Background: an optimization exercise with open tools, aiming at small area. Do not read the settings as production practice.
Function was checked by simulation only, so behaviour that the tests miss may differ from the original.
No activity file was given, so power comes from the tool's default toggle rates. No driver is modelled on the clock port, so clocking that relies on it looks cheaper here than on a real chip.

**design/flow/design.v**
```verilog
`timescale 1ns/1ps
module reg_file (
    input  logic       clk,
    input  logic [4:0] raddr1,
    input  logic [4:0] raddr2,
    output logic       rbit1,
    output logic       rbit2,
    input  logic       wen,
    input  logic [4:0] waddr,
    input  logic       wbit
);
    logic [31:0] tap;
    assign tap[0] = 1'b0;    
    genvar r;
    generate
        for (r = 1; r < 32; r++) begin : g_reg
            logic [31:0] ring;
            always_ff @(posedge clk) begin
                ring <= {(wen && waddr == 5'(r)) ? wbit : ring[0], ring[31:1]};
            end
            assign tap[r] = ring[0];
        end
    endgenerate
    assign rbit1 = tap[raddr1];
    assign rbit2 = tap[raddr2];
endmodule
`timescale 1ns/1ps
module cpu_top (
    input  logic        clk,
    input  logic        rst,
    output logic [31:0] imem_pc,
    input  logic [31:0] instruction,
    output logic [31:0] dmem_addr,
    output logic [31:0] dmem_wdata,
    output logic        dmem_write,
    output logic        dmem_read,
    input  logic [31:0] read_data
);
    logic [4:0]  ph;         
    logic        p2;         
    logic        stp;        
    logic        rz;         
    logic        f;          
    logic        cy;         
    logic        cyp;        
    logic        ib1, ib2;   
    logic [11:2] pch;
    logic [31:0] ring;
    logic [29:0] asr;        
    logic [31:0] wsr;        
    logic [31:0] ins;
    logic [5:0]  op, fn;
    logic        special, r_alu, i_alu, jr, jmp, jal, br, bne, lw, sw;
    logic        is_slt, slt_u, sub, lgc, zext, is_lui;
    logic [1:0]  lop;
    assign ins     = instruction;
    assign op      = ins[31:26];
    assign fn      = ins[5:0];
    assign special = (op == 6'h00);
    assign r_alu   = special && fn[5] && !fn[4] && (fn[3] ? (!fn[2] && fn[1]) : (fn[2] || fn[0]));
    assign jr      = special && (fn == 6'h08);
    assign i_alu   = (op[5:3] == 3'b001) && (op[2:0] != 3'b000);
    assign br      = (op[5:1] == 5'b00010);
    assign bne     = op[0];
    assign jmp     = (op[5:1] == 5'b00001);
    assign jal     = jmp && op[0];
    assign lw      = (op == 6'h23);
    assign sw      = (op == 6'h2b);
    assign is_slt  = r_alu ? fn[3] : (i_alu && !op[2] && op[1]);
    assign slt_u   = special ? fn[0] : op[0];
    assign sub     = special ? fn[1] : (!op[5] && op[1]);
    assign lgc     = special ? fn[2] : op[2];
    assign lop     = special ? fn[1:0] : op[1:0];
    assign zext    = i_alu && op[2];
    assign is_lui  = i_alu && (op[2:0] == 3'b111);
    logic ph0, ph31, ph2, lowph, ph_ge18, ph_ge28;
    assign ph0     = (ph == 5'd0);
    assign ph2     = (ph == 5'd2);
    assign ph31    = (ph == 5'd31);
    assign lowph   = (ph[4:1] == 4'd0);
    assign ph_ge18 = ph[4] && (ph[3:1] != 3'd0);
    assign ph_ge28 = (ph[4:2] == 3'b111);
    logic ibit;
    assign ibit = ins[{ph[4] && !is_lui, ph[3:0]}];
    logic a, b, wen, wbit;
    logic [4:0] wa;
    reg_file u_rf (
        .clk    (clk),
        .raddr1 (ins[25:21]),
        .raddr2 (ins[20:16]),
        .rbit1  (a),
        .rbit2  (b),
        .wen    (wen),
        .waddr  (wa),
        .wbit   (wbit)
    );
    logic immb, bsel, bb, cin, s, cy_n, lres, res, lt, e;
    assign immb = ph[4] ? (ins[15] && !zext) : ibit;
    assign bsel = special ? b : immb;
    assign bb   = bsel ^ sub;
    assign cin  = ph0 ? sub : cy;
    assign s    = a ^ bb ^ cin;
    assign cy_n = (a & bb) | (a & cin) | (bb & cin);
    always_comb begin
        case (lop)
            2'b00:   lres = a & bsel;
            2'b01:   lres = a | bsel;
            2'b10:   lres = a ^ bsel;
            default: lres = special ? !(a | bsel) : (ph[4] && ibit);
        endcase
    end
    assign res = lgc ? lres : s;
    assign lt  = (a ^ bsel) ? (slt_u ? bsel : a) : !cy_n;
    assign e   = !(a ^ b);
    logic pcb, offb, x, cyp_in, pcsum, ring_in;
    assign pcb    = ring[0] && !rz;
    assign offb   = ph_ge18 ? ins[15] : ib2;
    assign x      = p2 && br && offb;
    assign cyp_in = ph2 ? !p2 : cyp;
    assign pcsum  = !lowph && (pcb ^ x ^ cyp_in);
    always_comb begin
        if (lowph)                    ring_in = 1'b0;
        else if (!p2 && jmp && !ph_ge28) ring_in = ib2;
        else if (!p2 && jr)           ring_in = a;
        else                          ring_in = pcsum;
    end
    assign wa   = jal ? 5'd31 : (special ? ins[15:11] : ins[20:16]);
    assign wen  = p2 ? (is_slt || lw) : (((r_alu || i_alu) && !is_slt) || jal);
    assign wbit = p2 ? (lw ? (ph0 ? read_data[0] : wsr[0]) : (ph0 && f))
                     : (jal ? pcsum : res);
    logic taken, needs2;
    assign taken  = (f && e) ^ bne;
    assign needs2 = !p2 && (is_slt || lw || (br && taken));
    always_ff @(posedge clk) begin
        cy   <= cy_n;
        cyp  <= (pcb & x) | (pcb & cyp_in) | (x & cyp_in);
        ib1  <= ibit;
        ib2  <= ib1;
        ring <= {ring_in, ring[31:1]};
        asr  <= {s, asr[29:1]};
        if (p2 && lw && ph0) wsr <= {b, read_data[31:1]};
        else                 wsr <= {b, wsr[31:1]};
        f    <= (ph31 && is_slt) ? lt : ((ph0 || f) && e);
        if (rst) begin
            ph  <= 5'd0;
            p2  <= 1'b0;
            stp <= 1'b0;
            rz  <= 1'b1;
            pch <= '0;
        end else begin
            ph <= ph + 5'd1;
            if (ph31) begin
                p2  <= needs2;
                stp <= !p2 && sw;
                rz  <= 1'b0;
                if (!needs2) pch <= ring[12:3];
            end
        end
    end
    assign imem_pc    = {ring[31:12], pch, 2'b00};
    assign dmem_addr  = {asr, 2'b00};
    assign dmem_wdata = wsr;
    assign dmem_write = stp && ph0;
    assign dmem_read  = p2 && lw && ph0;
endmodule
```
**design/flow/run.sh**
```bash
#!/bin/bash
# synth_recipe.tcl (not shown) runs the flow's synth.tcl, then flattens the netlist and writes it again
# the make line also repeats each setting of config.mk as NAME=value (left out here)
make -C /OpenROAD-flow-scripts/flow DESIGN_CONFIG=/design/flow/config.mk WORK_HOME=/design/flow/orfs CLKGATE_MAP_FILE= SYNTH_SCRIPT=/design/flow/synth_recipe.tcl finish
```
**design/flow/config.mk**
```make
export PLATFORM = sky130hd
export DESIGN_NAME = cpu_top
export DESIGN_NICKNAME = cpu_top
export VERILOG_FILES = /design/flow/design.v
export SDC_FILE = /design/flow/constraint.sdc
export NUM_CORES = 4
export LEC_CHECK = 0
export CAP_MARGIN = 20
export CORE_MARGIN = 2
export CORE_UTILIZATION = 40
export SLEW_MARGIN = 20
```
**design/flow/constraint.sdc**
```tcl
create_clock -name core_clock -period 8.0 [get_ports {clk}]
set_input_delay 1.6000 -clock core_clock [delete_from_list [all_inputs] [get_ports {clk}]]
set_output_delay 1.6000 -clock core_clock [all_outputs]
set_load 0.01 [all_outputs]
```
==> run notes, run 1 <==
### Synth
• **post-synthesis async set-or-reset flop share** 0%
• **top_reg_cell synth** sky130_fd_sc_hd__dfxtp_1
• **Synthesis Warnings** 2
• **Seq/Total Area, Yosys** 87.5%
• **post-synth design cell area** 25,400 sq um
• **post-synth top area share** 87.5%
• **dominant cells by area after synthesis** sky130_fd_sc_hd__dfxtp_1 87%, sky130_fd_sc_hd__mux2_2 2.7%, sky130_fd_sc_hd__mux2i_1 1.5%, sky130_fd_sc_hd__mux4_2 1.2%, sky130_fd_sc_hd__nand3_1 0.89%
• **cells after synthesis** 1,509
• **cell type with the highest aggregate area in the netlist** sky130_fd_sc_hd__dfxtp_1
• **number of different library cells in the post-synthesis netlist** 54
• **flops & latches, synth** 1,109
• **cell types with the highest counts after synthesis** 1,109 x sky130_fd_sc_hd__dfxtp_1, 61 x sky130_fd_sc_hd__mux2_2, 45 x sky130_fd_sc_hd__nand3_1
• **mean instance size in the synthesized netlist** 16.8 sq um
• **number of enable-type register cells in the synthesized netlist** 0
• **count leader, synth** sky130_fd_sc_hd__dfxtp_1

### Floorplanning
• **area of the core** 62,900 sq um
• **Die W** 256 microns
• **die footprint** 65,500 sq um
• **floorplan die height** 256 microns
• **count of standard-cell rows** 92
• **number of placed I/O pins** 164
• **effective utilization at floorplan** 40.4%

### Setup path
• **Slowest cell on crit path** sky130_fd_sc_hd__clkdlybuf4s50_1
• **cells along the critical path** clkdlybuf4s50_1 -> nor2b_1 -> nand3_1 -> nor3_1 -> and3_1 -> clkdlybuf4s50_1
• **Crit Path Category** in2out
• **Critical Path Source Type** input port
• **data required time at the worst endpoint** 6.40 ns
• **most frequent CP cell** sky130_fd_sc_hd__clkdlybuf4s50_1
• **Arrival @ worst endpoint** 4.09 ns
• **crit path capture type** output port
• **crit path max fanout** 8
• **delay of the slowest cell on the worst path** 0.64 ns

### STA
• **maximum achievable frequency** 176 MHz
• **RSZ-0062 raised after global routing** no
• **max-slew violation total from the final report** 0
• **Setup TNS** 0 ns
• **slew at the pin closest to its max-slew limit** 0.881 ns
• **worst hold slack across all endpoints** 0.307 ns
• **Final WS setup** 2.31 ns
• **Relative slew margins** 40.7%
• **part of the cycle the worst path needs** 71.2%
• **crit path time final** 5.69 ns
• **Final Setup Violations** 0
• **number of failing hold endpoints at the final stage** 0
• **Fin Clk Skew** 0.0321 ns

### Finish
• **fraction of final layout cells with drive strength greater than 1** 13.4%
• **number of non-filler instances in the completed layout** 2,650
• **filler instances** 5,259
• **Layout Area Growth over Synthesis** 22.2%
• **final design utilization** 49.3%
• **count of nets after finishing** 1,796

### Pwr
• **leakage component of the power** 12.3 nW
• **power density cells** 346 nW/um^2
• **maximum ir drop on the vdd rail** 0.175 mV

### Global route
• **GR Util All Layers** 12.5%
• **antenna violations before repair** 4
• **maximum number of pins on one net before global-route repair** 32
• **global-route wire length before repair** 63.1 mm
• **number of global-route vias before repair** 10,986
• **total global routing overflow** 0

### Clock tree
• **clock tree from TritonCTS** built
• **post-CTS resize count** 0
• **Clock Pin Slew Worst Setup and Hold Paths** 0.06 ns
• **clk root buf** sky130_fd_sc_hd__clkbuf_16
• **number of sinks handled by clock tree synthesis** 1,109
• **CTS Hold Bufs** 0
• **post-CTS setup repair buffer count** 0
• **Worst-Skew Late Latency** 0.65 ns
• **clk buf depth** 3
• **Max H-tree Level** 3
• **clock buffers created by TritonCTS** 99

### Routing
• **wire per inst** 15.1 microns
• **DRC violation total after the first TritonRoute iteration** 460
• **via-per-instance ratio** 4.10
• **antenna viol nets, final** 0
• **first-pass iteration count of the detailed router** 4
• **via count** 10,870
• **DRC errors left** 0
• **final WL** 40.1 mm

### Outcome
• **run status** timing/DRC/antenna clean

### Placed design
• **count of input and output buffers** 159
• **post-detailed-placement half-perimeter wirelength** 25.6 mm
• **worst setup timing slack at the placement stage** 1.94 ns
• **Placed Instances** 2,467
• **routability cong.** 0.915

### Hold path
• **Hold WC Path Type** reg2reg

### Flow run
• **max capacitance violation total** 0

-- cells by family (layout without fill, tap and decap cells) --
group           after synthesis  after routing  synth area share [%]
compound gates               48             48                  1.22
xor+xnor                      4              4                 0.212
fa+ha+maj                     8              8                 0.454
buf+inv                      63            349                  1.47
flops                      1109           1109                  87.5
mux                         118            118                  5.67
other cells                   1             10                0.0148
simple gates                158            158                  3.47
-- report_power, final --
part	switching (W)	leakage (nW)	internal, W
combinational	0.000189	1.74	0.000253
sequential	0.0000692	8.96	0.00566
clock	0.00195	1.58	0.00262
total	0.00221	12.3	0.00853
-- area by class of cell --
cell class | count | area [sq um] | share of cell area [%]
sequential | 1109 | 22200 | 71.6
clock buffer | 141 | 2830 | 9.11
multi-input combinational | 340 | 2820 | 9.11
timing repair buffer | 162 | 1610 | 5.20
tap | 846 | 1060 | 3.41
clock inverter | 36 | 439 | 1.42
inverter | 10 | 37.5 | 0.121
antenna | 6 | 15.0 | 0.0484
-- per-layer routing --
metal	routed length, microns	GRT usage [%]	share of wire (%)	vias up
met4	862	4.68	2.2	4
met2	16900	18.3	42	306
li1	-	-	-	5334
met1	19500	17.0	49	5150
met5	24	0	0.060	-
met3	2820	4.39	7.0	76
-- worst paths after layout --
| kind | slack (ns) | from | end | cells after the start |
|---|---|---|---|---|
| worst max register to register | 3.65 | ph[0] | u_rf.g_reg[21].ring[31] | 12 |
| worst min register to register | 0.31 | u_rf.g_reg[30].ring[24] | u_rf.g_reg[30].ring[23] | 0 |
| worst min-delay path | 0.31 | u_rf.g_reg[30].ring[24] | u_rf.g_reg[30].ring[23] | 0 |
| worst max-delay path | 2.31 | instruction[27] | dmem_read | 6 |
-- layout by cell type (no fill, tap or decap), types with 6 or more instances in the layout --
cell	count
sky130_fd_sc_hd__clkinvlp_4	7
sky130_fd_sc_hd__nand2_1	21
sky130_fd_sc_hd__a21oi_1	15
sky130_fd_sc_hd__and3_1	7
sky130_fd_sc_hd__clkbuf_16	99
sky130_fd_sc_hd__clkdlybuf4s50_1	159
sky130_fd_sc_hd__o21ai_0	7
sky130_fd_sc_hd__diode_2	6
sky130_fd_sc_hd__clkinv_2	13
sky130_fd_sc_hd__ha_1	6
sky130_fd_sc_hd__mux2_2	61
sky130_fd_sc_hd__nand2b_1	22
sky130_fd_sc_hd__nor3_1	6
sky130_fd_sc_hd__nand3_1	45
sky130_fd_sc_hd__clkbuf_8	19
sky130_fd_sc_hd__mux4_2	14
sky130_fd_sc_hd__clkbuf_1	23
sky130_fd_sc_hd__nor2b_1	15
sky130_fd_sc_hd__dfxtp_1	1109
sky130_fd_sc_hd__mux2i_1	39
sky130_fd_sc_hd__inv_1	10
sky130_fd_sc_hd__nor2_1	14
-- metrics by stage --
step	total power [W]	area, sq um
detailed placement	0.00630	27700
finish	0.0107	31000
floorplan	0.00600	25400
CTS	0.0109	31000
global placement	0.00630	27700
global route	0.0112	31000
-- state kept, by name (all words and copies together), names as in the netlist, 5 cells and up --
register,flops
pch,10
asr,30
wsr,32
ph,5
ring,32
u_rf.g.ring,992
-- worst max-delay path: cells and delay by family --
| family | cells | cell delay (ns) |
|---|---|---|
| and+or+nand+nor | 4 | 1.27 |
| buffers and inverters | 2 | 1.21 |
==> run 2: changes to the inputs <==
--- a/design/flow/design.v
+++ b/design/flow/design.v
@@ -41,4 +41,5 @@
     logic        stp;        
     logic        rz;         
+    logic        pend;       
     logic        f;          
     logic        cy;         
@@ -47,5 +48,5 @@
     logic [11:2] pch;
     logic [31:0] ring;
-    logic [29:0] asr;        
+    logic [31:0] asr;        
     logic [31:0] wsr;        
     logic [31:0] ins;
@@ -95,11 +96,14 @@
         .wbit   (wbit)
     );
-    logic immb, bsel, bb, cin, s, cy_n, lres, res, lt, e;
+    logic aa, immb, offb, bsel, bb, cin, s, cy_n, lres, res, lt, e;
+    logic pcsum;
+    assign aa   = br ? pcsum : a;    
     assign immb = ph[4] ? (ins[15] && !zext) : ibit;
-    assign bsel = special ? b : immb;
+    assign offb = !lowph && (ph_ge18 ? ins[15] : ib2);
+    assign bsel = special ? b : (br ? offb : immb);
     assign bb   = bsel ^ sub;
     assign cin  = ph0 ? sub : cy;
-    assign s    = a ^ bb ^ cin;
-    assign cy_n = (a & bb) | (a & cin) | (bb & cin);
+    assign s    = aa ^ bb ^ cin;
+    assign cy_n = (aa & bb) | (aa & cin) | (bb & cin);
     always_comb begin
         case (lop)
@@ -113,10 +117,8 @@
     assign lt  = (a ^ bsel) ? (slt_u ? bsel : a) : !cy_n;
     assign e   = !(a ^ b);
-    logic pcb, offb, x, cyp_in, pcsum, ring_in;
-    assign pcb    = ring[0] && !rz;
-    assign offb   = ph_ge18 ? ins[15] : ib2;
-    assign x      = p2 && br && offb;
+    logic pcb, cyp_in, ring_in;
+    assign pcb    = !rz && (pend ? asr[0] : ring[0]);
     assign cyp_in = ph2 ? !p2 : cyp;
-    assign pcsum  = !lowph && (pcb ^ x ^ cyp_in);
+    assign pcsum  = !lowph && (pcb ^ cyp_in);
     always_comb begin
         if (lowph)                    ring_in = 1'b0;
@@ -131,12 +133,12 @@
     logic taken, needs2;
     assign taken  = (f && e) ^ bne;
-    assign needs2 = !p2 && (is_slt || lw || (br && taken));
+    assign needs2 = !p2 && (is_slt || lw);
     always_ff @(posedge clk) begin
         cy   <= cy_n;
-        cyp  <= (pcb & x) | (pcb & cyp_in) | (x & cyp_in);
+        cyp  <= pcb & cyp_in;
         ib1  <= ibit;
         ib2  <= ib1;
         ring <= {ring_in, ring[31:1]};
-        asr  <= {s, asr[29:1]};
+        asr  <= {s, asr[31:1]};
         if (p2 && lw && ph0) wsr <= {b, read_data[31:1]};
         else                 wsr <= {b, wsr[31:1]};
@@ -147,4 +149,5 @@
             stp <= 1'b0;
             rz  <= 1'b1;
+            pend <= 1'b0;
             pch <= '0;
         end else begin
@@ -154,10 +157,12 @@
                 stp <= !p2 && sw;
                 rz  <= 1'b0;
-                if (!needs2) pch <= ring[12:3];
+                pend <= !p2 && br && taken;
+                if (!p2 && br && taken) pch <= asr[12:3];
+                else if (!needs2)       pch <= ring[12:3];
             end
         end
     end
     assign imem_pc    = {ring[31:12], pch, 2'b00};
-    assign dmem_addr  = {asr, 2'b00};
+    assign dmem_addr  = {asr[31:2], 2'b00};
     assign dmem_wdata = wsr;
     assign dmem_write = stp && ph0;
==> design/flow/flow/run.sh (new file) <==
#!/bin/bash
# Standard ORFS layout with smaller port buffers and a leaner clock tree.
export BUFFER_PORTS_ARGS="-buffer_cell sky130_fd_sc_hd__buf_1"
export CTS_ARGS="-sink_clustering_enable -repair_clock_nets -dont_use_dummy_load -sink_clustering_size 30 -buf_list sky130_fd_sc_hd__clkbuf_16"
bash standard.sh > standard.log 2>&1
==> design/flow/standard.sh (new file) <==
#!/bin/bash
# synth_recipe.tcl (not shown) runs the flow's synth.tcl, then flattens the netlist and writes it again
# the make line also repeats each setting of config.mk as NAME=value (left out here)
make -C /OpenROAD-flow-scripts/flow DESIGN_CONFIG=/design/flow/config.mk WORK_HOME=/design/flow/orfs CLKGATE_MAP_FILE= SYNTH_SCRIPT=/design/flow/synth_recipe.tcl "${@:-finish}"
removed: design/flow/run.sh
==> run 2 against run 1 <==
Against the previous run: still clean; clock skew up 0.046 ns; cell area fell by 5.2%; total power down 8.6%; first-iteration DRC count rose by 12%; clock power down 18%; global-route usage is 1.0 points lower; sequential power about the same; highest routed layer is now met4; hold slack got worse by 0.055 ns; synthesized cell count grew 5.0%; worst setup slack better by 0.51 ns; register-to-register slack better by 0.07 ns; largest power group unchanged; sequential share of layout area rose by 4.2 points.
==> run notes, run 2 <==
### Placed design
• **worst setup timing slack at the placement stage** 2.24 ns
• **Placed Instances** 2,516
• **routability cong.** 0.842
• **post-detailed-placement half-perimeter wirelength** 24.3 mm
• **count of input and output buffers** 159

### Synth
• **post-synthesis async set-or-reset flop share** 0%
• **post-synth top area share** 86.2%
• **dominant cells by area after synthesis** sky130_fd_sc_hd__dfxtp_1 86%, sky130_fd_sc_hd__mux2_2 2.2%, sky130_fd_sc_hd__buf_4 1.6%, sky130_fd_sc_hd__mux2i_1 1.2%, sky130_fd_sc_hd__mux2_4 0.99%
• **number of enable-type register cells in the synthesized netlist** 0
• **Synthesis Warnings** 2
• **share of the synthesized netlist area taken by xor and xnor gates** 0.136%
• **main combinational cell family by area after synthesis** multiplexers
• **cell types with the highest counts after synthesis** 1,112 x sky130_fd_sc_hd__dfxtp_1, 54 x sky130_fd_sc_hd__buf_4, 54 x sky130_fd_sc_hd__nand2_1
• **flops & latches, synth** 1,112
• **Seq/Total Area, Yosys** 86.2%
• **area fraction in and, or, nand and nor cells after synthesis** 3.60%
• **adder and majority gate portion of the synthesized area** 0.417%
• **post-synth design cell area** 25,800 sq um
• **number of different library cells in the post-synthesis netlist** 55
• **multiplexer area fraction after synthesis** 5.69%
• **count leader, synth** sky130_fd_sc_hd__dfxtp_1
• **top_reg_cell synth** sky130_fd_sc_hd__dfxtp_1
• **cell type with the highest aggregate area in the netlist** sky130_fd_sc_hd__dfxtp_1
• **mean instance size in the synthesized netlist** 16.3 sq um
• **Compound-Gate Fraction of Synth Area** 1.57%
• **cells after synthesis** 1,584

### Finish
• **fraction of final layout cells with drive strength greater than 1** 10.2%
• **count of nets after finishing** 1,833
• **highest-count cells in the layout ignoring fill and taps** 1,112 x sky130_fd_sc_hd__dfxtp_1, 159 x sky130_fd_sc_hd__buf_1, 96 x sky130_fd_sc_hd__clkbuf_16, 54 x sky130_fd_sc_hd__nand2_1, 50 x sky130_fd_sc_hd__mux2_2
• **number of non-filler instances in the completed layout** 2,617
• **filler instances** 5,571
• **Reg with most FFs** u_rf.g.ring
• **area of the multi-input gates** 2980 sq um
• **Layout Area Growth over Synthesis** 13.8%
• **most common cell after layout, fill and taps aside** sky130_fd_sc_hd__dfxtp_1
• **combined flip-flop and latch cell area** 22,300 sq um
• **max FFs per register** 992

### Pwr
• **maximum ir drop on the vdd rail** 0.164 mV
• **Design Power** 0.00982 W
• **leakage component of the power** 11.6 nW
• **power density cells** 334 nW/um^2

### Clock tree
• **Clock Pin Slew Worst Setup and Hold Paths** 0.06 ns
• **clk root buf** sky130_fd_sc_hd__clkbuf_16
• **post-CTS setup repair buffer count** 0
• **clk buf depth** 3
• **CTS Hold Bufs** 0
• **Max H-tree Level** 3
• **clock tree from TritonCTS** built
• **clock buffers created by TritonCTS** 96
• **Worst-Skew Late Latency** 0.64 ns
• **post-CTS resize count** 0
• **number of sinks handled by clock tree synthesis** 1,112

### Routing
• **DRC violation total after the first TritonRoute iteration** 514
• **antenna viol nets, final** 0
• **first-pass iteration count of the detailed router** 4
• **via-per-instance ratio** 4.15
• **DRC errors left** 0
• **final WL** 37.6 mm
• **wire per inst** 14.4 microns
• **via count** 10,861

### STA
• **Final Setup Violations** 0
• **crit path time final** 5.18 ns
• **Final WS setup** 2.82 ns
• **Relative slew margins** 29.9%
• **slew at the pin closest to its max-slew limit** 1.05 ns
• **part of the cycle the worst path needs** 64.8%
• **maximum achievable frequency** 193 MHz
• **Setup TNS** 0 ns
• **RSZ-0062 raised after global routing** no
• **number of failing hold endpoints at the final stage** 0
• **Fin Clk Skew** 0.0783 ns
• **max-slew violation total from the final report** 0

### Outcome
• **run status** timing/DRC/antenna clean

### Setup path
• **delay of the slowest cell on the worst path** 0.76 ns
• **Arrival @ worst endpoint** 5.69 ns
• **data required time at the worst endpoint** 8.51 ns
• **most frequent CP cell** sky130_fd_sc_hd__mux2_2
• **worst setup slack for register-to-register paths** 3.72 ns
• **crit path capture type** flop
• **Crit Path Category** in2reg
• **reg-to-reg endpoint** u_rf.g_reg[9].ring[31]
• **crit path max fanout** 31
• **cell depth of the worst flop-to-flop path** 11
• **Slowest cell on crit path** sky130_fd_sc_hd__buf_1
• **Critical Path Source Type** input port
• **cells along the critical path** buf_1 -> mux4_2 -> nor2b_1 -> or4_1 -> and4_1 -> mux2_2 -> fa_1 -> nor3_1 -> a2111oi_4 -> a21oi_4 -> mux2_2
• **Reg-to-Reg Start** ph[0]
• **Worst Setup SP** instruction[22]

### Floorplanning
• **number of placed I/O pins** 164
• **Die W** 258 microns
• **die footprint** 66,600 sq um
• **area of the core** 64,100 sq um
• **count of standard-cell rows** 93
• **effective utilization at floorplan** 40.3%
• **floorplan die height** 258 microns

### Hold path
• **Hold Crit Depth** 0
• **startpoint of the tightest hold check path** u_rf.g_reg[31].ring[29]
• **Hold WC Path Type** reg2reg
• **end of the worst hold path** u_rf.g_reg[31].ring[28]

### Global route
• **maximum number of pins on one net before global-route repair** 32
• **number of global-route vias before repair** 11,098
• **total global routing overflow** 0
• **GR Util All Layers** 11.5%
• **antenna violations before repair** 1
• **global-route wire length before repair** 59.6 mm

### Flow run
• **max capacitance violation total** 0

-- run 2: cell types whose count changed after synthesis, moves of 7 or more --
cell                       before  now
sky130_fd_sc_hd__nand3_1       45   32
sky130_fd_sc_hd__mux2_4         0   17
sky130_fd_sc_hd__buf_4         25   54
sky130_fd_sc_hd__nand2b_1      22    4
sky130_fd_sc_hd__o211ai_1       1   11
sky130_fd_sc_hd__or3_1          2   10
sky130_fd_sc_hd__nand2_1       21   54
sky130_fd_sc_hd__mux2i_1       39   32
sky130_fd_sc_hd__mux2_2        61   50
sky130_fd_sc_hd__nor2_1        15   39
-- run 2: kinds of logic after synthesis --
family                     after synthesis
muxes                                  113
other                                    1
and+or+nand+nor                        189
xor gates and xnor gates                 4
adders and majority gates                8
AOI/OAI and AO/OA                       57
buffers and inverters                  100
DFF                                   1112
-- run 2: through the flow --
stage	area [sq um]	hold slack [ns]	utilization, %
after floorplan	25800	0.310	-
after global placement	27000	0.310	42.1
final	29400	0.251	45.8
after detailed placement	27000	0.312	42.1
after global routing	29400	0.252	45.8
after CTS	29400	0.244	45.8
-- run 2: how the worst max path moves through the flow --
stage / endpoint / cells after the start / slack [ns]
2_1_floorplan: u_rf.g_reg[19].ring[31] / 15 / 2.96
3_5_place_dp: u_rf.g_reg[9].ring[31] / 11 / 2.24
5_1_grt: u_rf.g_reg[9].ring[31] / 13 / 2.59
4_1_cts: u_rf.g_reg[9].ring[31] / 11 / 2.87
6_report: u_rf.g_reg[9].ring[31] / 11 / 2.82
3_3_place_gp: u_rf.g_reg[31].ring[31] / 11 / 1.98
-- run 2: power by group --
group / switching (W) / internal [W]
Combinational: 0.000183 / 0.000108
Clock: 0.00166 / 0.00210
Sequential: 0.0000832 / 0.00568
Total: 0.00193 / 0.00789
-- run 2: per-layer routing --
metal | part of all wire [%] | up-vias | wire length (microns) | track usage, %
met5 | 0 | - | 0 | 0
met4 | 2.3 | 0 | 863 | 4.75
met3 | 5.7 | 64 | 2130 | 2.79
met2 | 43 | 263 | 16200 | 17.4
met1 | 49 | 5161 | 18400 | 15.7
li1 | - | 5373 | - | -
-- run 2: area by class of cell --
cell class	instances	area share [%]
multi-input cells	375	10.1
diodes	5	0.0426
flip-flops and latches	1112	75.7
inverters	13	0.166
well taps	855	3.64
repair buffers	161	2.08
clock buffers	96	8.17
-- run 2: worst max-delay path, delay by kind of cell --
kind	cells	cell delay, ns
mux	3	0.97
compound gates	2	0.75
buf+inv	1	0.76
fa+ha+maj	1	0.51
simple gates	4	1.09
==> run 3: changes to the inputs <==
==> design/flow/flow/run.sh (replaced) <==
#!/bin/bash
# The standard ORFS layout (standard.sh), with two changes:
#  - ports are buffered with buf_1 instead of the flow's default buffer cell;
#  - the clock tree clusters up to 30 flip-flops per clkbuf_16 within 120 um and
#    inserts no dummy loads.
# make's output goes to standard.log; each ORFS step logs under orfs/logs/.
set -euo pipefail
export BUFFER_PORTS_ARGS="-buffer_cell sky130_fd_sc_hd__buf_1"
export CTS_ARGS="-sink_clustering_enable -repair_clock_nets -dont_use_dummy_load -buf_list sky130_fd_sc_hd__clkbuf_16 -sink_clustering_size 30 -sink_clustering_max_diameter 120"
bash standard.sh > standard.log 2>&1
==> run 3 against run 2 <==
Against the previous run: cell area is 4.4% lower; clock-buffer cell count fell by 52; worst setup slack got worse by 0.017 ns; die area stayed put; hold slack better by 0.038 ns; fmax shrank 0.32%; sequential share of layout area rose by 3.5 points; synthesized cell count did not move; global-route usage is 0.49 points lower; clock power down 35%; area after synthesis unchanged; highest routed layer unchanged.
==> run notes, run 3 <==
### Outcome
• **run status** timing/DRC/antenna clean

### Placed design
• **count of input and output buffers** 159
• **placement-stage cell area** 27,000 sq um
• **routability cong.** 0.842
• **post-detailed-placement half-perimeter wirelength** 24.3 mm

### Clock tree
• **Clock Pin Slew Worst Setup and Hold Paths** 0.10 ns
• **post-CTS resize count** 0
• **Max H-tree Level** 2
• **Worst-Skew Late Latency** 0.60 ns
• **clk root buf** sky130_fd_sc_hd__clkbuf_16
• **clock buffers created by TritonCTS** 44
• **clk buf depth** 3
• **post-CTS setup repair buffer count** 0
• **clock tree from TritonCTS** built
• **CTS Hold Bufs** 0
• **number of sinks handled by clock tree synthesis** 1,112

### Synth
• **flops & latches, synth** 1,112
• **post-synthesis async set-or-reset flop share** 0%
• **count leader, synth** sky130_fd_sc_hd__dfxtp_1
• **dominant cells by area after synthesis** sky130_fd_sc_hd__dfxtp_1 86%, sky130_fd_sc_hd__mux2_2 2.2%, sky130_fd_sc_hd__buf_4 1.6%, sky130_fd_sc_hd__mux2i_1 1.2%, sky130_fd_sc_hd__mux2_4 0.99%
• **top_reg_cell synth** sky130_fd_sc_hd__dfxtp_1
• **number of different library cells in the post-synthesis netlist** 55
• **number of enable-type register cells in the synthesized netlist** 0
• **cells after synthesis** 1,584
• **post-synth top area share** 86.2%
• **mean instance size in the synthesized netlist** 16.3 sq um
• **Synthesis Warnings** 2
• **post-synth design cell area** 25,800 sq um
• **cell types with the highest counts after synthesis** 1,112 x sky130_fd_sc_hd__dfxtp_1, 54 x sky130_fd_sc_hd__buf_4, 54 x sky130_fd_sc_hd__nand2_1
• **cell type with the highest aggregate area in the netlist** sky130_fd_sc_hd__dfxtp_1
• **Seq/Total Area, Yosys** 86.2%

### Floorplanning
• **Die W** 258 microns
• **effective utilization at floorplan** 40.3%
• **number of placed I/O pins** 164
• **floorplan die height** 258 microns
• **count of standard-cell rows** 93
• **die footprint** 66,600 sq um
• **area of the core** 64,100 sq um

### STA
• **maximum achievable frequency** 192 MHz
• **worst hold slack across all endpoints** 0.289 ns
• **Setup TNS** 0 ns
• **number of failing hold endpoints at the final stage** 0
• **part of the cycle the worst path needs** 65.0%
• **max-slew violation total from the final report** 0
• **Final Setup Violations** 0
• **slew at the pin closest to its max-slew limit** 1.06 ns
• **crit path time final** 5.20 ns
• **RSZ-0062 raised after global routing** no
• **Relative slew margins** 29.1%
• **Fin Clk Skew** 0.0509 ns

### Finish
• **area of the multi-input gates** 2980 sq um
• **Layout Area Growth over Synthesis** 8.72%
• **filler instances** 5,691
• **fraction of final layout cells with drive strength greater than 1** 7.51%
• **count of nets after finishing** 1,781
• **max FFs per register** 992
• **combined flip-flop and latch cell area** 22,300 sq um
• **most common cell after layout, fill and taps aside** sky130_fd_sc_hd__dfxtp_1
• **final design utilization** 43.8%
• **highest-count cells in the layout ignoring fill and taps** 1,112 x sky130_fd_sc_hd__dfxtp_1, 159 x sky130_fd_sc_hd__buf_1, 54 x sky130_fd_sc_hd__nand2_1, 50 x sky130_fd_sc_hd__mux2_2, 44 x sky130_fd_sc_hd__clkbuf_16
• **Final Cell Area** 28,100 sq um
• **Reg with most FFs** u_rf.g.ring

### Routing
• **DRC errors left** 0
• **first-pass iteration count of the detailed router** 4
• **via-per-instance ratio** 4.11
• **via count** 10,531
• **wire per inst** 14.4 microns
• **final WL** 36.9 mm
• **DRC violation total after the first TritonRoute iteration** 573
• **antenna viol nets, final** 0

### Setup path
• **crit path max fanout** 31
• **crit path capture type** flop
• **Critical Path Source Type** input port
• **Arrival @ worst endpoint** 5.69 ns
• **Crit Path Category** in2reg
• **data required time at the worst endpoint** 8.50 ns

### Global route
• **routing layer with the top usage in global route** met2
• **met1 global-route usage** 15.9%
• **total global routing overflow** 0
• **grt met2 use** 16.8%
• **global-route wire length before repair** 57.6 mm
• **met3 routing resource usage after global routing** 2.01%
• **number of global-route vias before repair** 10,499
• **GR Util All Layers** 11.0%
• **maximum number of pins on one net before global-route repair** 32
• **antenna violations before repair** 1

### Pwr
• **power density cells** 303 nW/um^2
• **leakage component of the power** 11.0 nW
• **Design Power** 0.00851 W
• **maximum ir drop on the vdd rail** 0.150 mV

### Flow run
• **max capacitance violation total** 0

### Hold path
• **Hold WC Path Type** reg2reg

## run 3: cell counts after synthesis
Identical to the previous run, type by type.
## run 3: power by group
group / switching, W / internal (W)
logic: 0.000184 / 0.000108
clock network: 0.00147 / 0.000993
registers: 0.0000833 / 0.00567
total: 0.00174 / 0.00677
## run 3: cells by family after synthesis
| kind of cell | after synthesis | share of synthesized area, % |
|---|---|---|
| AOI/OAI and AO/OA | 57 | 1.57 |
| muxes | 113 | 5.69 |
| and+or+nand+nor | 189 | 3.60 |
| DFF | 1112 | 86.2 |
| xor gates and xnor gates | 4 | 0.136 |
| adders and majority gates | 8 | 0.417 |
| other | 1 | 0.0145 |
| buffers and inverters | 100 | 2.39 |
## run 3: final cells by class
class	instances	share of cell area (%)
Sequential cell	1112	79.3
Multi-Input combinational cell	375	10.6
Clock buffer	44	3.92
Tap cell	855	3.81
Timing Repair Buffer	161	2.18
Inverter	13	0.174
Antenna cell	3	0.0267
## run 3: metrics by stage
| step | setup WS, ns | std cells |
|---|---|---|
| 4_1_cts | 2.86 | 2560 |
| 2_1_floorplan | 2.96 | 1587 |
| 5_1_grt | 2.59 | 2560 |
| 3_5_place_dp | 2.24 | 2516 |
| 6_report | 2.80 | 2563 |
| 3_3_place_gp | 1.98 | 2516 |
## run 3: critical path, cell delays in order
cell,delay [ns]
sky130_fd_sc_hd__buf_1,0.77
sky130_fd_sc_hd__mux4_2,0.36
sky130_fd_sc_hd__nor2b_1,0.05
sky130_fd_sc_hd__or4_1,0.45
sky130_fd_sc_hd__and4_1,0.27
sky130_fd_sc_hd__mux2_2,0.31
sky130_fd_sc_hd__fa_1,0.51
sky130_fd_sc_hd__nor3_1,0.32
sky130_fd_sc_hd__a2111oi_4,0.11
sky130_fd_sc_hd__a21oi_4,0.65
sky130_fd_sc_hd__mux2_2,0.29
## run 3: layer usage
| layer | vias to the layer above | wire length, microns |
|---|---|---|
| li1 | 5257 | - |
| met1 | 4992 | 18700 |
| met2 | 232 | 15500 |
| met3 | 50 | 2000 |
| met4 | 0 | 680 |
| met5 | - | 0 |
## run 3: worst paths after layout
path                              to  cells after the start                     from  slack (ns)
max reg2reg   u_rf.g_reg[2].ring[31]                     11                    ph[0]        3.64
min          u_rf.g_reg[21].ring[13]                      0  u_rf.g_reg[21].ring[14]        0.29
min reg2reg  u_rf.g_reg[21].ring[13]                      0  u_rf.g_reg[21].ring[14]        0.29
max           u_rf.g_reg[2].ring[31]                     11          instruction[22]        2.80
==> run 4: changes to the inputs <==
--- a/design/flow/design.v
+++ b/design/flow/design.v
@@ -39,5 +39,4 @@
     logic [4:0]  ph;         
     logic        p2;         
-    logic        stp;        
     logic        rz;         
     logic        pend;       
@@ -129,5 +128,5 @@
     assign wa   = jal ? 5'd31 : (special ? ins[15:11] : ins[20:16]);
     assign wen  = p2 ? (is_slt || lw) : (((r_alu || i_alu) && !is_slt) || jal);
-    assign wbit = p2 ? (lw ? (ph0 ? read_data[0] : wsr[0]) : (ph0 && f))
+    assign wbit = p2 ? (lw ? wsr[0] : (ph0 && f))
                      : (jal ? pcsum : res);
     logic taken, needs2;
@@ -141,11 +140,10 @@
         ring <= {ring_in, ring[31:1]};
         asr  <= {s, asr[31:1]};
-        if (p2 && lw && ph0) wsr <= {b, read_data[31:1]};
-        else                 wsr <= {b, wsr[31:1]};
+        if (dmem_read) wsr <= read_data;
+        else           wsr <= {b, wsr[31:1]};
         f    <= (ph31 && is_slt) ? lt : ((ph0 || f) && e);
         if (rst) begin
             ph  <= 5'd0;
             p2  <= 1'b0;
-            stp <= 1'b0;
             rz  <= 1'b1;
             pend <= 1'b0;
@@ -155,5 +153,4 @@
             if (ph31) begin
                 p2  <= needs2;
-                stp <= !p2 && sw;
                 rz  <= 1'b0;
                 pend <= !p2 && br && taken;
@@ -164,7 +161,7 @@
     end
     assign imem_pc    = {ring[31:12], pch, 2'b00};
-    assign dmem_addr  = {asr[31:2], 2'b00};
-    assign dmem_wdata = wsr;
-    assign dmem_write = stp && ph0;
-    assign dmem_read  = p2 && lw && ph0;
+    assign dmem_addr  = {s, asr[31:3], 2'b00};
+    assign dmem_wdata = {b, wsr[31:1]};
+    assign dmem_write = !p2 && sw && ph31;
+    assign dmem_read  = !p2 && lw && ph31;
 endmodule
==> design/flow/flow/run.sh (replaced) <==
#!/bin/bash
# The standard ORFS layout (standard.sh), with two changes:
#  - ports are buffered with buf_1 instead of the flow's default buffer cell;
#  - the clock tree clusters up to 35 flip-flops per clkbuf_16 within 100 um and
#    inserts no dummy loads.
# make's output goes to standard.log; each ORFS step logs under orfs/logs/.
set -euo pipefail
export BUFFER_PORTS_ARGS="-buffer_cell sky130_fd_sc_hd__buf_1"
export CTS_ARGS="-sink_clustering_enable -repair_clock_nets -dont_use_dummy_load -buf_list sky130_fd_sc_hd__clkbuf_16 -sink_clustering_size 35 -sink_clustering_max_diameter 100"
bash standard.sh > standard.log 2>&1
==> run 4 against run 3 <==
Against the previous run: combinational power is 1% lower; first-iteration DRC count is 16% lower; clock skew is 0.020 ns higher; core utilization is 0.52 points lower; critical endpoint is now dmem_addr[31]; die area is 0.68% higher; still clean on timing, DRC and antenna; global-route usage hardly changed.
==> run notes, run 4 <==
### Setup path
• **cell depth of the worst flop-to-flop path** 12
• **Reg-to-Reg Start** ph[0]
• **Crit Path Category** in2out
• **reg-to-reg endpoint** u_rf.g_reg[22].ring[31]
• **data required time at the worst endpoint** 6.40 ns
• **Worst Setup SP** instruction[17]
• **endpoint of the most critical setup path** dmem_addr[31]
• **crit path capture type** output port
• **Arrival @ worst endpoint** 4.59 ns
• **Critical Path Source Type** input port
• **worst setup slack for register-to-register paths** 3.70 ns
• **crit path max fanout** 13

### Clock tree
• **Worst-Skew Late Latency** 0.57 ns
• **CTS Hold Bufs** 0
• **number of sinks handled by clock tree synthesis** 1,111
• **clock buffers created by TritonCTS** 39
• **clk buf depth** 3
• **clock tree from TritonCTS** built
• **Max H-tree Level** 2
• **post-CTS resize count** 0
• **Clock Pin Slew Worst Setup and Hold Paths** 0.11 ns
• **post-CTS setup repair buffer count** 0
• **clk root buf** sky130_fd_sc_hd__clkbuf_16

### Pwr
• **Seq pwr share** 68.8%
• **maximum ir drop on the vdd rail** 0.134 mV
• **fraction of power consumed by the clock network** 27.7%
• **cell-internal power** 0.00665 W
• **power density cells** 300 nW/um^2
• **leakage component of the power** 10.8 nW
• **sw power** 0.00170 W
• **Switching Share** 20.3%
• **combinational fraction of design power** 3.4%

### Synth
• **dominant cells by area after synthesis** sky130_fd_sc_hd__dfxtp_1 86%, sky130_fd_sc_hd__mux2_2 2.8%, sky130_fd_sc_hd__buf_4 2.6%, sky130_fd_sc_hd__mux2i_1 1.3%, sky130_fd_sc_hd__nand2_1 0.91%
• **number of enable-type register cells in the synthesized netlist** 0
• **Synthesis Warnings** 2
• **cells after synthesis** 1,605
• **post-synth top area share** 85.5%
• **cell type with the highest aggregate area in the netlist** sky130_fd_sc_hd__dfxtp_1
• **top_reg_cell synth** sky130_fd_sc_hd__dfxtp_1
• **count leader, synth** sky130_fd_sc_hd__dfxtp_1
• **post-synth design cell area** 26,000 sq um
• **flops & latches, synth** 1,111
• **number of different library cells in the post-synthesis netlist** 56
• **post-synthesis async set-or-reset flop share** 0%
• **cell types with the highest counts after synthesis** 1,111 x sky130_fd_sc_hd__dfxtp_1, 89 x sky130_fd_sc_hd__buf_4, 64 x sky130_fd_sc_hd__mux2_2
• **mean instance size in the synthesized netlist** 16.2 sq um
• **Seq/Total Area, Yosys** 85.5%

### Floorplanning
• **floorplan die height** 259 microns
• **effective utilization at floorplan** 40.4%
• **area of the core** 64,300 sq um
• **Die W** 259 microns
• **count of standard-cell rows** 93
• **die footprint** 67,100 sq um
• **number of placed I/O pins** 164

### STA
• **number of failing hold endpoints at the final stage** 0
• **crit path time final** 6.19 ns
• **Setup TNS** 0 ns
• **Final Setup Violations** 0
• **Final WS setup** 1.81 ns
• **part of the cycle the worst path needs** 77.4%
• **Fin Clk Skew** 0.0707 ns
• **RSZ-0062 raised after global routing** no
• **Relative slew margins** 31.9%
• **maximum achievable frequency** 162 MHz
• **slew at the pin closest to its max-slew limit** 1.02 ns
• **max-slew violation total from the final report** 0

### Placed design
• **count of input and output buffers** 159
• **routability cong.** 0.845
• **worst setup timing slack at the placement stage** 1.77 ns
• **post-detailed-placement half-perimeter wirelength** 24.8 mm

### Finish
• **Reg with most FFs** u_rf.g.ring
• **Layout Area Growth over Synthesis** 7.09%
• **max FFs per register** 992
• **fraction of final layout cells with drive strength greater than 1** 7.45%
• **highest-count cells in the layout ignoring fill and taps** 1,111 x sky130_fd_sc_hd__dfxtp_1, 159 x sky130_fd_sc_hd__buf_1, 64 x sky130_fd_sc_hd__mux2_2, 63 x sky130_fd_sc_hd__nand2_1, 39 x sky130_fd_sc_hd__clkbuf_16
• **most common cell after layout, fill and taps aside** sky130_fd_sc_hd__dfxtp_1
• **count of nets after finishing** 1,767

### Routing
• **DRC violation total after the first TritonRoute iteration** 480
• **wire per inst** 14.5 microns
• **antenna viol nets, final** 0
• **via count** 10,649
• **first-pass iteration count of the detailed router** 5
• **DRC errors left** 0
• **final WL** 37.1 mm
• **via-per-instance ratio** 4.18

### Outcome
• **run status** timing/DRC/antenna clean

### Global route
• **maximum number of pins on one net before global-route repair** 36
• **antenna violations before repair** 3
• **total global routing overflow** 0
• **global-route wire length before repair** 57.5 mm
• **GR Util All Layers** 11.0%
• **number of global-route vias before repair** 10,366

### Flow run
• **max capacitance violation total** 0

### Hold path
• **Hold WC Path Type** reg2reg

run 4: cell types whose count changed after synthesis, moves of 4 or more:
cell	before	now
sky130_fd_sc_hd__and2_1	6	1
sky130_fd_sc_hd__buf_1	4	0
sky130_fd_sc_hd__buf_4	54	89
sky130_fd_sc_hd__buf_6	4	10
sky130_fd_sc_hd__mux2_2	50	64
sky130_fd_sc_hd__mux2_4	17	2
sky130_fd_sc_hd__nand2_1	54	63
sky130_fd_sc_hd__nand3_1	32	27
sky130_fd_sc_hd__nor2_1	39	18
run 4: logic make-up (layout without fill, tap and decap cells):
kind of cell	Yosys count	in the layout	share of synthesized area, %
buf+inv	129	212	3.45
fa+ha+maj	8	8	0.414
flops	1111	1111	85.5
compound gates	59	59	1.57
other cells	1	6	0.0144
simple gates	180	180	3.51
mux	113	113	5.39
xor+xnor	4	4	0.135
run 4: worst min path at each step:
stage | from | endpoint | slack [ns] | cells past startpoint
3_3_place_gp | u_rf.g_reg[19].ring[2] | u_rf.g_reg[19].ring[1] | 0.31 | 0
2_1_floorplan | asr[1] | asr[0] | 0.31 | 0
3_5_place_dp | u_rf.g_reg[10].ring[26] | u_rf.g_reg[10].ring[25] | 0.31 | 0
4_1_cts | u_rf.g_reg[13].ring[19] | u_rf.g_reg[13].ring[18] | 0.24 | 0
5_1_grt | u_rf.g_reg[29].ring[21] | u_rf.g_reg[29].ring[20] | 0.24 | 0
6_report | u_rf.g_reg[29].ring[21] | u_rf.g_reg[29].ring[20] | 0.24 | 0
run 4: cell type report:
type,count,area [sq um]
fill,5695,36500
sequential,1111,22200
multi-input combinational,368,2900
tap,855,1070
clock buffer,39,976
timing repair buffer,162,619
inverter,11,41.3
antenna,2,5.00
run 4: power by group through the flow:
stage / Combinational [W] / Sequential [W] / Clock, W
6_report: 0.000288 / 0.00575 / 0.00232
5_1_grt: 0.000313 / 0.00577 / 0.00261
4_1_cts: 0.000288 / 0.00575 / 0.00243
3_5_place_dp: 0.000287 / 0.00588 / 0
3_3_place_gp: 0.000290 / 0.00587 / 0
2_1_floorplan: 0.000309 / 0.00583 / 0
run 4: worst max-delay path, cell delays in order:
cell,delay [ns]
sky130_fd_sc_hd__buf_1,0.58
sky130_fd_sc_hd__mux2_2,0.41
sky130_fd_sc_hd__a221oi_1,0.29
sky130_fd_sc_hd__or4_1,0.17
sky130_fd_sc_hd__nand4_2,0.16
sky130_fd_sc_hd__a2bb2oi_1,0.27
sky130_fd_sc_hd__inv_1,0.12
sky130_fd_sc_hd__xnor2_1,0.23
sky130_fd_sc_hd__fa_1,0.44
sky130_fd_sc_hd__inv_1,0.13
sky130_fd_sc_hd__buf_1,0.18
run 4: metrics by stage:
stage	util (%)	cells	area [sq um]	total power (W)	hold slack [ns]
after global placement	41.7	2507	26900	0.00616	0.310
final	43.3	2548	27900	0.00835	0.243
after detailed placement	41.7	2507	26900	0.00616	0.312
after floorplan	-	1608	26000	0.00614	0.310
after CTS	43.3	2546	27800	0.00847	0.242
after global routing	43.3	2546	27800	0.00869	0.238
run 4: layer usage:
layer	routed length, microns	part of all wire [%]	track usage, %
met1	18200	49	15.0
met2	15800	43	17.2
met3	2010	5.4	2.04
met4	1110	3.0	4.27
met5	0	0	0
==> run 5: changes to the inputs <==
--- a/design/flow/design.v
+++ b/design/flow/design.v
@@ -82,5 +82,8 @@
     assign ph_ge28 = (ph[4:2] == 3'b111);
     logic ibit;
-    assign ibit = ins[{ph[4] && !is_lui, ph[3:0]}];
+    logic ibit_lo, ibit_hi;
+    assign ibit_lo = ins[ph[3:0]];
+    assign ibit_hi = ph[3] ? ins[{4'b1100, ph[0]}] : ins[{2'b10, ph[2:0]}];
+    assign ibit    = (ph[4] && !is_lui) ? ibit_hi : ibit_lo;
     logic a, b, wen, wbit;
     logic [4:0] wa;
@@ -126,5 +129,5 @@
         else                          ring_in = pcsum;
     end
-    assign wa   = jal ? 5'd31 : (special ? ins[15:11] : ins[20:16]);
+    assign wa   = special ? ins[15:11] : (ins[20:16] | {5{jal}});
     assign wen  = p2 ? (is_slt || lw) : (((r_alu || i_alu) && !is_slt) || jal);
     assign wbit = p2 ? (lw ? wsr[0] : (ph0 && f))
==> run 5 against run 4 <==
Against the previous run: clock power hardly changed; routed wire length is 0.65% higher; cell area shrank 0.27%; area after synthesis down 0.52%; first-iteration DRC count rose by 16%; largest cell class unchanged; highest routed layer unchanged.
==> run notes, run 5 <==
### Setup path
• **endpoint of the most critical setup path** dmem_addr[31]
• **worst setup slack for register-to-register paths** 3.44 ns
• **Worst Setup SP** instruction[16]
• **Crit Path Category** in2out
• **reg-to-reg endpoint** u_rf.g_reg[26].ring[31]
• **cell depth of the worst flop-to-flop path** 12
• **crit path max fanout** 11
• **crit path capture type** output port
• **Arrival @ worst endpoint** 4.57 ns
• **data required time at the worst endpoint** 6.40 ns
• **Reg-to-Reg Start** ph[0]
• **Critical Path Source Type** input port

### Synth
• **cells after synthesis** 1,603
• **count leader, synth** sky130_fd_sc_hd__dfxtp_1
• **flops & latches, synth** 1,111
• **post-synth design cell area** 25,900 sq um
• **mean instance size in the synthesized netlist** 16.1 sq um
• **cell type with the highest aggregate area in the netlist** sky130_fd_sc_hd__dfxtp_1
• **top_reg_cell synth** sky130_fd_sc_hd__dfxtp_1
• **number of different library cells in the post-synthesis netlist** 60
• **number of enable-type register cells in the synthesized netlist** 0
• **Synthesis Warnings** 2
• **post-synthesis async set-or-reset flop share** 0%
• **post-synth top area share** 86.0%
• **cell types with the highest counts after synthesis** 1,111 x sky130_fd_sc_hd__dfxtp_1, 87 x sky130_fd_sc_hd__buf_4, 49 x sky130_fd_sc_hd__o21ai_0
• **Seq/Total Area, Yosys** 86.0%
• **dominant cells by area after synthesis** sky130_fd_sc_hd__dfxtp_1 86%, sky130_fd_sc_hd__buf_4 2.5%, sky130_fd_sc_hd__mux2_2 1.4%, sky130_fd_sc_hd__mux4_2 1.1%, sky130_fd_sc_hd__o21ai_0 0.95%

### STA
• **Relative slew margins** 33.6%
• **RSZ-0062 raised after global routing** no
• **worst hold slack across all endpoints** 0.270 ns
• **Setup TNS** 0 ns
• **part of the cycle the worst path needs** 77.1%
• **slew at the pin closest to its max-slew limit** 0.985 ns
• **crit path time final** 6.17 ns
• **number of failing hold endpoints at the final stage** 0
• **Final Setup Violations** 0
• **Fin Clk Skew** 0.0598 ns
• **max-slew violation total from the final report** 0
• **maximum achievable frequency** 162 MHz

### Placed design
• **Placed Instances** 2,510
• **post-detailed-placement half-perimeter wirelength** 25.2 mm
• **routability cong.** 0.810
• **placement-stage cell area** 26,800 sq um
• **count of input and output buffers** 159

### Pwr
• **Seq pwr share** 68.8%
• **leakage component of the power** 10.6 nW
• **maximum ir drop on the vdd rail** 0.207 mV
• **power density cells** 300 nW/um^2
• **fraction of power consumed by the clock network** 28.0%
• **cell-internal power** 0.00663 W
• **Switching Share** 20.3%
• **sw power** 0.00169 W
• **combinational fraction of design power** 3.1%

### Global route
• **number of global-route vias before repair** 10,467
• **maximum number of pins on one net before global-route repair** 36
• **total global routing overflow** 0
• **antenna violations before repair** 3
• **global-route wire length before repair** 57.9 mm
• **GR Util All Layers** 11.1%

### Finish
• **number of non-filler instances in the completed layout** 2,550
• **count of nets after finishing** 1,769
• **max FFs per register** 992
• **Reg with most FFs** u_rf.g.ring
• **Layout Area Growth over Synthesis** 7.35%
• **most common cell after layout, fill and taps aside** sky130_fd_sc_hd__dfxtp_1
• **Final Cell Area** 27,800 sq um
• **highest-count cells in the layout ignoring fill and taps** 1,111 x sky130_fd_sc_hd__dfxtp_1, 159 x sky130_fd_sc_hd__buf_1, 49 x sky130_fd_sc_hd__o21ai_0, 44 x sky130_fd_sc_hd__nand2_1, 42 x sky130_fd_sc_hd__nor2_1
• **final design utilization** 43.2%
• **fraction of final layout cells with drive strength greater than 1** 5.96%

### Clock tree
• **number of sinks handled by clock tree synthesis** 1,111
• **Max H-tree Level** 2
• **clock buffers created by TritonCTS** 39
• **clock tree from TritonCTS** built
• **post-CTS setup repair buffer count** 0
• **Worst-Skew Late Latency** 0.59 ns
• **clk root buf** sky130_fd_sc_hd__clkbuf_16
• **CTS Hold Bufs** 0
• **clk buf depth** 3
• **Clock Pin Slew Worst Setup and Hold Paths** 0.11 ns
• **post-CTS resize count** 0

### Floorplanning
• **effective utilization at floorplan** 40.3%
• **count of standard-cell rows** 93
• **Die W** 258 microns
• **die footprint** 66,700 sq um
• **number of placed I/O pins** 164
• **area of the core** 64,200 sq um
• **floorplan die height** 258 microns

### Outcome
• **run status** timing/DRC/antenna clean

### Routing
• **DRC violation total after the first TritonRoute iteration** 558
• **DRC errors left** 0
• **via-per-instance ratio** 4.19
• **via count** 10,691
• **antenna viol nets, final** 0
• **wire per inst** 14.6 microns
• **first-pass iteration count of the detailed router** 4
• **final WL** 37.3 mm

### Hold path
• **startpoint of the tightest hold check path** u_rf.g_reg[10].ring[17]
• **Hold WC Path Type** reg2reg

### Flow run
• **max capacitance violation total** 0

[run 5: worst min path at each step]
stage	end	slack [ns]	cells after the start
2_1_floorplan	asr[0]	0.31	0
3_3_place_gp	u_rf.g_reg[18].ring[0]	0.31	0
3_5_place_dp	u_rf.g_reg[17].ring[22]	0.31	0
4_1_cts	u_rf.g_reg[10].ring[16]	0.27	0
5_1_grt	u_rf.g_reg[10].ring[16]	0.26	0
6_report	u_rf.g_reg[10].ring[16]	0.27	0
[run 5: worst max-delay path: stages]
cell and delay (ns):
sky130_fd_sc_hd__buf_1 0.59, sky130_fd_sc_hd__mux4_2 0.58, sky130_fd_sc_hd__o21ai_0 0.19, sky130_fd_sc_hd__o22ai_1 0.16, sky130_fd_sc_hd__nor3_1 0.21, sky130_fd_sc_hd__a21oi_1 0.13
sky130_fd_sc_hd__xor2_1 0.28, sky130_fd_sc_hd__fa_1 0.49, sky130_fd_sc_hd__inv_1 0.15, sky130_fd_sc_hd__buf_1 0.18
[run 5: power by group through the flow]
stage	Combinational (W)	Clock, W	Sequential (W)
final	0.000261	0.00233	0.00573
after global placement	0.000264	0	0.00585
after detailed placement	0.000263	0	0.00586
after CTS	0.000264	0.00244	0.00573
after global routing	0.000286	0.00262	0.00575
after floorplan	0.000274	0	0.00582
[run 5: kinds of logic (layout without fill, tap and decap cells)]
| group | Yosys count | after routing | share of synthesized area (%) |
|---|---|---|---|
| AO/OA/AOI/OAI | 135 | 135 | 3.51 |
| buffers and inverters | 129 | 217 | 3.29 |
| AND/OR/NAND/NOR | 139 | 139 | 2.56 |
| other | 1 | 5 | 0.0145 |
| multiplexers | 77 | 77 | 4.16 |
| adder cells (fa/ha/maj) | 7 | 7 | 0.368 |
| XOR/XNOR | 4 | 4 | 0.135 |
| flip-flops | 1111 | 1111 | 86.0 |
[run 5: final cells by class]
type | count | area [sq um]
Fill cell | 5728 | 36500
Tap cell | 855 | 1070
Timing Repair Buffer | 163 | 631
Sequential cell | 1111 | 22200
Inverter | 15 | 56.3
Antenna cell | 1 | 2.50
Multi-Input combinational cell | 366 | 2800
Clock buffer | 39 | 976
[run 5: per-layer routing]
metal	wire length [microns]	vias to the layer above	GRT usage, %
met3	2150	66	2.46
met5	0	-	0
li1	-	5283	-
met2	15400	234	16.5
met1	18600	5108	15.7
met4	1160	0	4.35
[run 5: metrics by stage]
step | setup slack [ns] | total power [W]
6_report | 1.83 | 0.00832
5_1_grt | 1.52 | 0.00865
4_1_cts | 1.76 | 0.00844
3_5_place_dp | 1.77 | 0.00612
3_3_place_gp | 1.72 | 0.00611
2_1_floorplan | 2.56 | 0.00609
==> run 6: changes to the inputs <==
==> design/flow/flow/run.sh (replaced) <==
#!/bin/bash
# The standard ORFS layout (standard.sh), with three changes:
#  - synthesis is the standard flow's own script (synth_recipe.tcl, unchanged), except that
#    the ABC call that maps the combinational logic to cells uses an
#    area-oriented script (flow/abc_area_map.script: strash; dc2; dch; amap)
#    instead of ORFS's delay-oriented one. Registers are untouched by it;
#  - ports are buffered with buf_1 instead of the flow's default buffer cell;
#  - the clock tree clusters up to 35 flip-flops per clkbuf_16 within 100 um and
#    inserts no dummy loads.
# make's output goes to standard.log; each ORFS step logs under orfs/logs/.
set -euo pipefail
HERE=$(pwd)
export BUFFER_PORTS_ARGS="-buffer_cell sky130_fd_sc_hd__buf_1"
export CTS_ARGS="-sink_clustering_enable -repair_clock_nets -dont_use_dummy_load -buf_list sky130_fd_sc_hd__clkbuf_16 -sink_clustering_size 35 -sink_clustering_max_diameter 100"
cat > "$HERE/area_synth.tcl" <<EOT
proc abc {args} {
  set i [lsearch -exact \$args -script]
  if {\$i >= 0} { lset args [expr {\$i + 1}] $HERE/flow/abc_area_map.script }
  yosys abc {*}\$args
}
source $HERE/synth_recipe.tcl
EOT
sed "s#SYNTH_SCRIPT=[^ ]*#SYNTH_SCRIPT=$HERE/area_synth.tcl#" standard.sh > standard_area.sh
grep -q "SYNTH_SCRIPT=$HERE/area_synth.tcl" standard_area.sh
bash standard_area.sh > standard.log 2>&1
==> design/flow/flow/abc_area_map.script (new file) <==
strash
dc2
dch
amap
==> run 6 against run 5 <==
Against the previous run: fmax is 2.5% lower; die area decreased by 2.3%; total power rose by 0.73%; first-iteration DRC count grew 26%; cell area down 1.5%; register-to-register slack got worse by 0.29 ns; core utilization is 0.38 points higher; final cell count up 1.3%; clock-buffer cell count did not move; sequential power increased by 0.7%.
==> run notes, run 6 <==
### Clock tree
• **clock tree from TritonCTS** built
• **Clock Pin Slew Worst Setup and Hold Paths** 0.11 ns
• **post-CTS resize count** 0
• **CTS Hold Bufs** 0
• **clk root buf** sky130_fd_sc_hd__clkbuf_16
• **clk buf depth** 3
• **Max H-tree Level** 2
• **Worst-Skew Late Latency** 0.60 ns
• **post-CTS setup repair buffer count** 0
• **number of sinks handled by clock tree synthesis** 1,111
• **clock buffers created by TritonCTS** 39

### Hold path
• **Hold WC Path Type** reg2reg
• **Hold Crit Depth** 0
• **startpoint of the tightest hold check path** u_rf.g_reg[11].ring[29]
• **end of the worst hold path** u_rf.g_reg[11].ring[28]

### Floorplanning
• **count of standard-cell rows** 92
• **die footprint** 65,200 sq um
• **number of placed I/O pins** 164
• **floorplan die height** 255 microns
• **Die W** 255 microns
• **area of the core** 62,700 sq um
• **effective utilization at floorplan** 40.3%

### Synth
• **cell type with the highest aggregate area in the netlist** sky130_fd_sc_hd__dfxtp_1
• **top_reg_cell synth** sky130_fd_sc_hd__dfxtp_1
• **post-synthesis async set-or-reset flop share** 0%
• **Synthesis Warnings** 2
• **cell types with the highest counts after synthesis** 1,111 x sky130_fd_sc_hd__dfxtp_1, 90 x sky130_fd_sc_hd__nor2_1, 86 x sky130_fd_sc_hd__buf_4
• **post-synth design cell area** 25,300 sq um
• **Seq/Total Area, Yosys** 88.0%
• **mean instance size in the synthesized netlist** 15.7 sq um
• **cells after synthesis** 1,605
• **count leader, synth** sky130_fd_sc_hd__dfxtp_1
• **flops & latches, synth** 1,111
• **number of enable-type register cells in the synthesized netlist** 0
• **post-synth top area share** 88.0%
• **dominant cells by area after synthesis** sky130_fd_sc_hd__dfxtp_1 88%, sky130_fd_sc_hd__buf_4 2.6%, sky130_fd_sc_hd__nor2_1 1.3%, sky130_fd_sc_hd__o22a_1 1.1%, sky130_fd_sc_hd__a221oi_1 0.97%
• **number of different library cells in the post-synthesis netlist** 37

### STA
• **RSZ-0062 raised after global routing** no
• **number of failing hold endpoints at the final stage** 0
• **crit path time final** 6.33 ns
• **Setup TNS** 0 ns
• **Final Setup Violations** 0
• **part of the cycle the worst path needs** 79.1%
• **maximum achievable frequency** 158 MHz
• **Fin Clk Skew** 0.0788 ns
• **Relative slew margins** 28.3%
• **slew at the pin closest to its max-slew limit** 1.07 ns
• **max-slew violation total from the final report** 0

### Flow run
• **max capacitance violation total** 0

### Setup path
• **Slowest cell on crit path** sky130_fd_sc_hd__fa_1
• **Crit Path Category** in2out
• **delay of the slowest cell on the worst path** 0.50 ns
• **reg-to-reg endpoint** u_rf.g_reg[18].ring[31]
• **cells along the critical path** buf_1 -> clkinv_1 -> o221ai_1 -> a31oi_1 -> o21ai_0 -> nor2b_1 -> a21oi_1 -> o32ai_1 -> clkinv_1 -> nor2_1 -> a21oi_1 -> fa_1 -> clkinv_1 -> buf_1
• **Critical Path Source Type** input port
• **worst setup slack for register-to-register paths** 3.15 ns
• **crit path max fanout** 8
• **Reg-to-Reg Start** ph[0]
• **crit path capture type** output port
• **data required time at the worst endpoint** 6.40 ns
• **Arrival @ worst endpoint** 4.73 ns
• **Worst Setup SP** instruction[22]
• **most frequent CP cell** sky130_fd_sc_hd__clkinv_1
• **cell depth of the worst flop-to-flop path** 16

### Routing
• **first-pass iteration count of the detailed router** 5
• **DRC errors left** 0
• **wire per inst** 14.8 microns
• **antenna viol nets, final** 0
• **final WL** 38.1 mm
• **via count** 10,942
• **via-per-instance ratio** 4.24
• **DRC violation total after the first TritonRoute iteration** 703

### Pwr
• **power density cells** 306 nW/um^2
• **leakage component of the power** 10.4 nW
• **Design Power** 0.00838 W
• **maximum ir drop on the vdd rail** 0.165 mV

### Outcome
• **run status** timing/DRC/antenna clean

### Finish
• **count of nets after finishing** 1,808
• **fraction of final layout cells with drive strength greater than 1** 3.06%
• **max FFs per register** 992
• **Layout Area Growth over Synthesis** 8.32%
• **Reg with most FFs** u_rf.g.ring
• **most common cell after layout, fill and taps aside** sky130_fd_sc_hd__dfxtp_1
• **highest-count cells in the layout ignoring fill and taps** 1,111 x sky130_fd_sc_hd__dfxtp_1, 159 x sky130_fd_sc_hd__buf_1, 89 x sky130_fd_sc_hd__nor2_1, 45 x sky130_fd_sc_hd__clkinv_1, 41 x sky130_fd_sc_hd__a21oi_1
• **Final Cell Area** 27,400 sq um

### Global route
• **number of global-route vias before repair** 10,599
• **GR Util All Layers** 11.6%
• **antenna violations before repair** 0
• **global-route wire length before repair** 59.7 mm
• **total global routing overflow** 0
• **maximum number of pins on one net before global-route repair** 36

### Placed design
• **post-detailed-placement half-perimeter wirelength** 25.4 mm
• **placement-stage cell area** 26,400 sq um
• **routability cong.** 0.871
• **count of input and output buffers** 159

[run 6: changes by cell type after synthesis, sizes merged, moves of 18 or more]
cell,before,now
mux2,34,0
mux4,19,0
mux2i,24,0
a21oi,12,41
a221oi,1,28
o31ai,32,3
nor2,43,90
clkbuf,18,0
nand2,44,16
o22a,1,32
clkinv,0,45
o21ai,49,24
[run 6: where the power goes]
group	leakage, nW	internal, W	total [W]	switching [W]
combinational	0.908	0.0000983	0.000289	0.000191
clock	0.481	0.000887	0.00233	0.00144
sequential	8.98	0.00568	0.00577	0.0000883
[run 6: metal layers]
layer  global-route usage, %  routed length [microns]
met2                    16.8                    15400
met5                       0                        0
met1                    16.5                    19000
met3                    2.82                     2230
met4                    5.25                     1470
[run 6: cells by family (layout without fill, tap and decap cells)]
group | after synthesis | after routing | share of synthesized area (%)
AO/OA/AOI/OAI | 189 | 189 | 5.42
AND/OR/NAND/NOR | 166 | 166 | 2.95
flip-flops | 1111 | 1111 | 88.0
buffers and inverters | 131 | 256 | 3.22
adder cells (fa/ha/maj) | 7 | 7 | 0.376
other | 1 | 7 | 0.0148
[run 6: layout make-up]
| cell class | count | area (sq um) |
|---|---|---|
| Antenna cell | 3 | 7.51 |
| Clock buffer | 39 | 976 |
| Fill cell | 5645 | 35400 |
| Inverter | 45 | 169 |
| Multi-Input combinational cell | 366 | 2230 |
| Sequential cell | 1111 | 22200 |
| Tap cell | 846 | 1060 |
| Timing Repair Buffer | 172 | 692 |
[run 6: how the worst max path moves through the flow]
stage,to,slack [ns],cells past startpoint
2_1_floorplan,dmem_addr[31],1.80,10
3_3_place_gp,dmem_addr[31],1.67,17
3_5_place_dp,dmem_addr[31],1.73,17
4_1_cts,dmem_addr[31],1.72,14
5_1_grt,dmem_addr[31],1.45,17
6_report,dmem_addr[31],1.67,14
[run 6: through the flow]
stage / hold slack (ns) / cells / util, % / setup WS [ns]
final: 0.258 / 2582 / 43.6 / 1.67
after global routing: 0.254 / 2579 / 43.6 / 1.45
after global placement: 0.310 / 2539 / 42.1 / 1.67
after floorplan: 0.310 / 1608 / - / 1.80
after detailed placement: 0.312 / 2540 / 42.1 / 1.73
after CTS: 0.271 / 2579 / 43.6 / 1.72
[run 6: critical path, delay by kind of cell]
kind	cells	cell delay [ns]
buf+inv	5	1.20
simple gates	2	0.39
compound gates	6	1.02
fa+ha+maj	1	0.50

[separate check: timing with driven ports]
How much do the figures lean on ideal ports? The routed layouts below were timed once more, with nothing changed but the port constraints. Step 1 (the two cells are an assumption about what drives the block):
set clk [get_ports {clk}]
set_driving_cell -lib_cell sky130_fd_sc_hd__clkbuf_16 $clk
set_driving_cell -lib_cell sky130_fd_sc_hd__buf_2 [delete_from_list [all_inputs] $clk]
Step 2, shift: input delay + t, output delay - t, t = (earliest + latest rising clock arrival at the registers) / 2. This alone moves slack from input paths to output paths. Three values: ideal, step 1, step 2; two values: the first two.
run | t (ns) | setup slack, ns | worst setup path at the end | clock arrival spread, ns | worst slew at a driven data input, ns
run 1 | 0.684 | 2.306 / 2.247 / 1.902 | input to register | 0.036 / 0.035 | 0.12
run 2 | 0.651 | 2.818 / 2.792 / 2.141 | input to register | 0.088 / 0.088 | 0.10
run 3 | 0.619 | 2.802 / 2.775 / 2.155 | input to register | 0.065 / 0.065 | 0.09
run 4 | 0.599 | 1.810 / 1.741 / 1.741 | input to output | 0.086 / 0.085 | 0.09
run 5 | 0.613 | 1.830 / 1.790 / 1.790 | input to output | 0.071 / 0.071 | 0.07
run 6 | 0.617 | 1.671 / 1.620 / 1.620 | input to output | 0.080 / 0.079 | 0.08
After both steps setup and hold are still met in every run listed. The setup slack of run 2, which loses most, moves by -0.026 ns with the drivers and by -0.677 ns with both steps.
